What follows belongs to an exercise in optimizing a design on an open flow for a short achievable clock period and few clock cycles per item; a production flow would make more cautious choices. Only simulation tests tie the RTL to the original design; equivalence was not proved. No driver is modelled on the clock port, so clock power and skew are understated where the tree is cut down; a real chip needs a root buffer or a tree. Power and IR drop assume default switching activity.

==> run a <==
==> flow/design.v (excerpt) <==
module small_set_membership_table #(
  parameter int unsigned CAPACITY   = ssmt_pkg::DEF_CAPACITY,
  parameter int unsigned ELEM_WIDTH = ssmt_pkg::DEF_ELEM_WIDTH
) (
  input  wire logic                          clk_i,
  input  wire logic                          rst_ni,
  input  wire logic                          start_i,
  output logic                               busy_o,
  input  wire logic [ssmt_pkg::OP_W-1:0]     op_i,
  input  wire logic [ssmt_pkg::VALUE_W-1:0]  value_i,
  output logic                               valid_o,
  output logic                               was_member_o,
  output logic [ssmt_pkg::COUNT_W-1:0]       count_o,
  output logic                               empty_res_o,
  output logic                               full_res_o,
  output logic                               rejected_o
);
export LEC_CHECK = 0
export ABC_CLOCK_PERIOD_IN_PS = 1000
export CAP_MARGIN = 20
export CORE_MARGIN = 2
export CORE_UTILIZATION = 65
export PLACE_DENSITY = 0.75
export SETUP_SLACK_MARGIN = 3.8
export SLEW_MARGIN = 20
export SYNTH_HIERARCHICAL = 1
export PRE_CTS_TCL = /design/flow/flow/cts_hook.tcl
export BT_CLUSTER = 28
export BT_ROOT = sky130_fd_sc_hd__buf_16
export BT_NROOT = 4
export MIN_CLK_ROUTING_LAYER = met4
create_clock -name core_clock -period 6.0 [get_ports {clk_i}]
standard.sh (not shown) runs the stock make flow with config.mk's settings and CLKGATE_MAP_FILE= SYNTH_SCRIPT=/design/flow/synth_recipe.tcl, a recipe that flattens the netlist after the stock synthesis.
==> flow/flow/run.sh <==
#!/bin/bash
# The standard layout, with the output registers moved next to their port
# buffers (flow/place_tweak.tcl) and the clock tree built by flow/clock_tree.tcl in
# place of TritonCTS (hooked in through ORFS's PRE_CTS_TCL). Clock nets are
# routed on met4 and met5.
set -euo pipefail
W=$(pwd)
{
  echo "export PRE_CTS_TCL = $W/flow/cts_hook.tcl"
  echo "export BT_CLUSTER = 28"
  echo "export BT_ROOT = sky130_fd_sc_hd__buf_16"
  echo "export BT_NROOT = 4"
  echo "export MIN_CLK_ROUTING_LAYER = met4"
} >> config.mk
bash standard.sh finish > "$W/standard_flow.log" 2>&1
==> flow/flow/clock_tree.tcl <==
# Build a two-level clock tree by hand: the clock port drives NROOT root
# buffers, each drives a group of leaf buffers, each leaf buffer drives a
# cluster of about CLUSTER flip-flop clock pins that lie close together.
proc bt_env {name default} {
  if {[info exists ::env($name)] && $::env($name) ne ""} { return $::env($name) }
  return $default
}

# Split items ({x y payload}) into k groups of near-equal size that are
# compact: sort into s vertical strips by x, then each strip by y into chunks.
proc bt_split {items k} {
  set n [llength $items]
  if {$k <= 1 || $n <= 1} { return [list $items] }
  set s [expr {max(1, int(round(sqrt($k))))}]
  set byx [lsort -real -index 0 $items]
  set groups {}
  set start 0
  set kleft $k
  for {set i 0} {$i < $s} {incr i} {
    # groups in this strip
    set kstrip [expr {int(round(double($kleft) / ($s - $i)))}]
    if {$kstrip < 1} { set kstrip 1 }
    set nstrip [expr {int(round(double($n - $start) * $kstrip / $kleft))}]
    set strip [lrange $byx $start [expr {$start + $nstrip - 1}]]
    set start [expr {$start + $nstrip}]
    set kleft [expr {$kleft - $kstrip}]
    set byy [lsort -real -index 1 $strip]
    set m [llength $byy]
    set b 0
    for {set j 0} {$j < $kstrip} {incr j} {
      set e [expr {int(round(double($m) * ($j + 1) / $kstrip))}]
      set g [lrange $byy $b [expr {$e - 1}]]
      if {[llength $g]} { lappend groups $g }
      set b $e
    }
  }
  return $groups
}

proc bt_centroid {g} {
  set sx 0.0; set sy 0.0
  foreach it $g { set sx [expr {$sx + [lindex $it 0]}]; set sy [expr {$sy + [lindex $it 1]}] }
  return [list [expr {$sx / [llength $g]}] [expr {$sy / [llength $g]}]]
}

proc bt_place {inst x y} {
  set m [$inst getMaster]
  set block [ord::get_db_block]
  set core [$block getCoreArea]
  set w [$m getWidth]; set h [$m getHeight]
  set px [expr {int($x - $w / 2)}]
  set py [expr {int($y - $h / 2)}]
  set px [expr {max([$core xMin], min([$core xMax] - $w, $px))}]
  set py [expr {max([$core yMin], min([$core yMax] - $h, $py))}]
  $inst setLocation $px $py
  $inst setPlacementStatus PLACED
}

proc build_clock_tree {args} {
  set block [ord::get_db_block]
  set db [ord::get_db]
  set cluster [bt_env BT_CLUSTER 32]
  set nroot [bt_env BT_NROOT 4]
  set leafm [$db findMaster [bt_env BT_LEAF sky130_fd_sc_hd__clkbuf_16]]
  set rootm [$db findMaster [bt_env BT_ROOT sky130_fd_sc_hd__clkbuf_16]]
  set clk [$block findNet [bt_env BT_CLK clk_i]]
  set sinks {}
  foreach it [$clk getITerms] {
    set inst [$it getInst]
    set bb [$inst getBBox]
    lappend sinks [list [expr {([$bb xMin] + [$bb xMax]) / 2.0}] [expr {([$bb yMin] + [$bb yMax]) / 2.0}] $it]
  }
  set n [llength $sinks]
  set k [expr {max(1, int(ceil(double($n) / $cluster)))}]
  puts "build_clock_tree: $n sinks, $k leaf buffers, $nroot root buffers"
  set leaves {}
  set i 0
  foreach g [bt_split $sinks $k] {
    set c [bt_centroid $g]
    set inst [odb::dbInst_create $block $leafm "clkbuf_leaf_$i\_clk"]
    set net [odb::dbNet_create $block "clknet_leaf_$i\_clk"]
    $net setSigType CLOCK
    bt_place $inst [lindex $c 0] [lindex $c 1]
    [$inst findITerm X] connect $net
    foreach s $g {
      set it [lindex $s 2]
      $it disconnect
      $it connect $net
    }
    lappend leaves [list [lindex $c 0] [lindex $c 1] $inst]
    incr i
  }
  set j 0
  foreach g [bt_split $leaves $nroot] {
    set c [bt_centroid $g]
    set inst [odb::dbInst_create $block $rootm "clkbuf_root_$j\_clk"]
    set net [odb::dbNet_create $block "clknet_root_$j\_clk"]
    $net setSigType CLOCK
    bt_place $inst [lindex $c 0] [lindex $c 1]
    [$inst findITerm X] connect $net
    [$inst findITerm A] connect $clk
    foreach l $g { [[lindex $l 2] findITerm A] connect $net }
    incr j
  }
}
Other scripts of this flow, unchanged in this note and not shown: flow/flow/cts_hook.tcl, flow/flow/place_tweak.tcl
==> run b (differences from run a) <==
--- a/flow/design.v
+++ b/flow/design.v
@@ -184,10 +184,11 @@
   assign a_clr = a_vld_q && a_op_q == ssmt_pkg::OP_CLEAR;
   logic [PHYS-1:0]  valid_q, valid_d;
   logic [PHYS-1:0]  pslot_q;          
   logic             pend_q;           
   logic [PHYS-1:0]  fs_q, fs_d;       
+  logic [PHYS-1:0]  we_q;             
   logic [PHYS-1:0]  live;             
   assign live = valid_q | (pslot_q & {PHYS{pend_q}});
   logic [PHYS-1:0]       match;
   logic [ELEM_WIDTH-1:0] b_v_q;
   logic [ELEM_WIDTH-1:0] b_vn_q;     
@@ -196,11 +197,11 @@
     ssmt_cell #(
       .ELEM_WIDTH(ELEM_WIDTH),
       .INV       (C % 2 == 1)
     ) u_cell (
       .clk_i  (clk_i),
-      .we_i   (b_ins && fs_q[i]),
+      .we_i   (we_q[i]),
       .wdata_i(b_v_q),
       .elem_i (a_vc_q[C]),
       .match_o(match[i])
     );
   end
@@ -354,10 +355,11 @@
   end
   always_ff @(posedge clk_i) begin
     pslot_q <= fs_q;
     fs_q    <= fs_d;
     lack_q  <= lack_d;
+    we_q    <= fs_d & {PHYS{a_ins}};
   end
   logic                          valid_q_r;
   logic                          was_q, empty_q, full_r_q, rej_q;
   logic [ssmt_pkg::COUNT_W-1:0]  cnt_res_q;
   always_ff @(posedge clk_i or negedge rst_ni) begin
==> flow/flow/run.sh (replaced) <==
#!/bin/bash
# The standard layout, with the output registers moved next to their port
# buffers (flow/place_tweak.tcl) and the clock tree built by flow/clock_tree.tcl in
# place of TritonCTS (hooked in through ORFS's PRE_CTS_TCL).
set -euo pipefail
W=$(pwd)
{
  echo "export PRE_CTS_TCL = $W/flow/cts_hook.tcl"
  echo "export BT_CLUSTER = 24"
  echo "export BT_NROOT = 4"
} >> config.mk
bash standard.sh finish > "$W/standard_flow.log" 2>&1
BT_CLUSTER = 24   (was 28)
BT_ROOT = not set   (was sky130_fd_sc_hd__buf_16)
MIN_CLK_ROUTING_LAYER = not set   (was met4)
SETUP_SLACK_MARGIN = 4.3   (was 3.8)
==> comparison <==
Run b completed with no timing, DRC or antenna violations. Run a went through all stages and came out clean. In run a the hold slack is higher than in run b, by 0.0081 ns. Between run b and run a, the lower combinational power is in run a (gap 53%, measured against run a). Against run b, the global-route usage of run a is lower by 3.8 points. Worst setup slack: run a is higher than run b (0.0052 ns). Of run b and run a, run a has the higher sequential share of layout area (gap 5.6 points). In run a the core utilization is lower than in run b, by 7.6 points. Against run a, the design area of run b is larger by about 13%. In run b the wire length is higher than in run a, by 23%. In run b the via count is larger than in run a, by about 11%. Synthesized cell count: run a is lower than run b (1.7%).
==> figures <==
quantity                                                        run a       run b
PnR Total Power                                              21000 µW    23000 µW
Max frequency                                                 442 MHz     441 MHz
Arrival time reported for the critical path endpoint          1.06 ns     1.07 ns
Synth top area share                                            54.7%       53.5%
Chip height                                                    337 µm      341 µm
Number of fill cells                                             7319        6025
Mean number of vias per cell                                     6.25        6.51
Part of the total power dissipated in sequential elements       66.5%       62.9%
Synth Area in Compound Gates                                    3.37%       3.31%
Post-detailed-placement half-perimeter wirelength            93300 µm    94000 µm
Vias in the first global route                                  38400       41700
Pwr/cell area                                              272 mW/mm²  264 mW/mm²
Starting utilization of the core area                           65.3%       65.5%
Async set or reset register ratio after synthesis               5.72%       5.48%
Number of distinct library cells after synthesis                   60          58
Outcome                              no timing/DRC/antenna violations  no timing/DRC/antenna violations
Total number of vias                                            39800       44200
Internal power                                               16300 µW    17600 µW
Maximum clock skew at final layout                          0.0331 ns   0.0240 ns
Overall die area                                            0.114 mm²   0.116 mm²
Min Clock Period, post-route                                  2.26 ns     2.27 ns
Testbench counts of run a, summed over its fixed seeds: cycles 32,024, items 32,000.
Testbench counts of run b, summed over its fixed seeds: cycles 32,024, items 32,000.
No run of this note takes its clock network from TritonCTS; it comes from the design's own scripts or RTL.

[port drivers added, routing unchanged]
Ports are ideal in the flow. The routed layouts listed here were re-timed in OpenROAD.
Step 1, drivers: a clkbuf_16 drives clk_i and a buf_2 each remaining input, both assumed.
Step 2 adds t to the input delays and takes it off the output delays; t is the mean of the earliest and latest rising clock arrival at the registers after step 1. Input paths then give back, and output paths get back, about the clock's delay inside the block.
Three values: ideal ports, drivers, drivers and shift; two values: the first two.
| run | t, ns | slack for setup (ns) | worst setup path at the end | latest minus earliest clock arrival (ns) |
|---|---|---|---|---|
| run a | 0.655 | 3.735 / 3.568 / 3.809 | input to register | 0.041 / 0.039 |
| run b | 0.737 | 3.730 / 3.559 / 3.912 | register to register | 0.024 / 0.024 |
After both steps setup and hold are still met in every run listed.
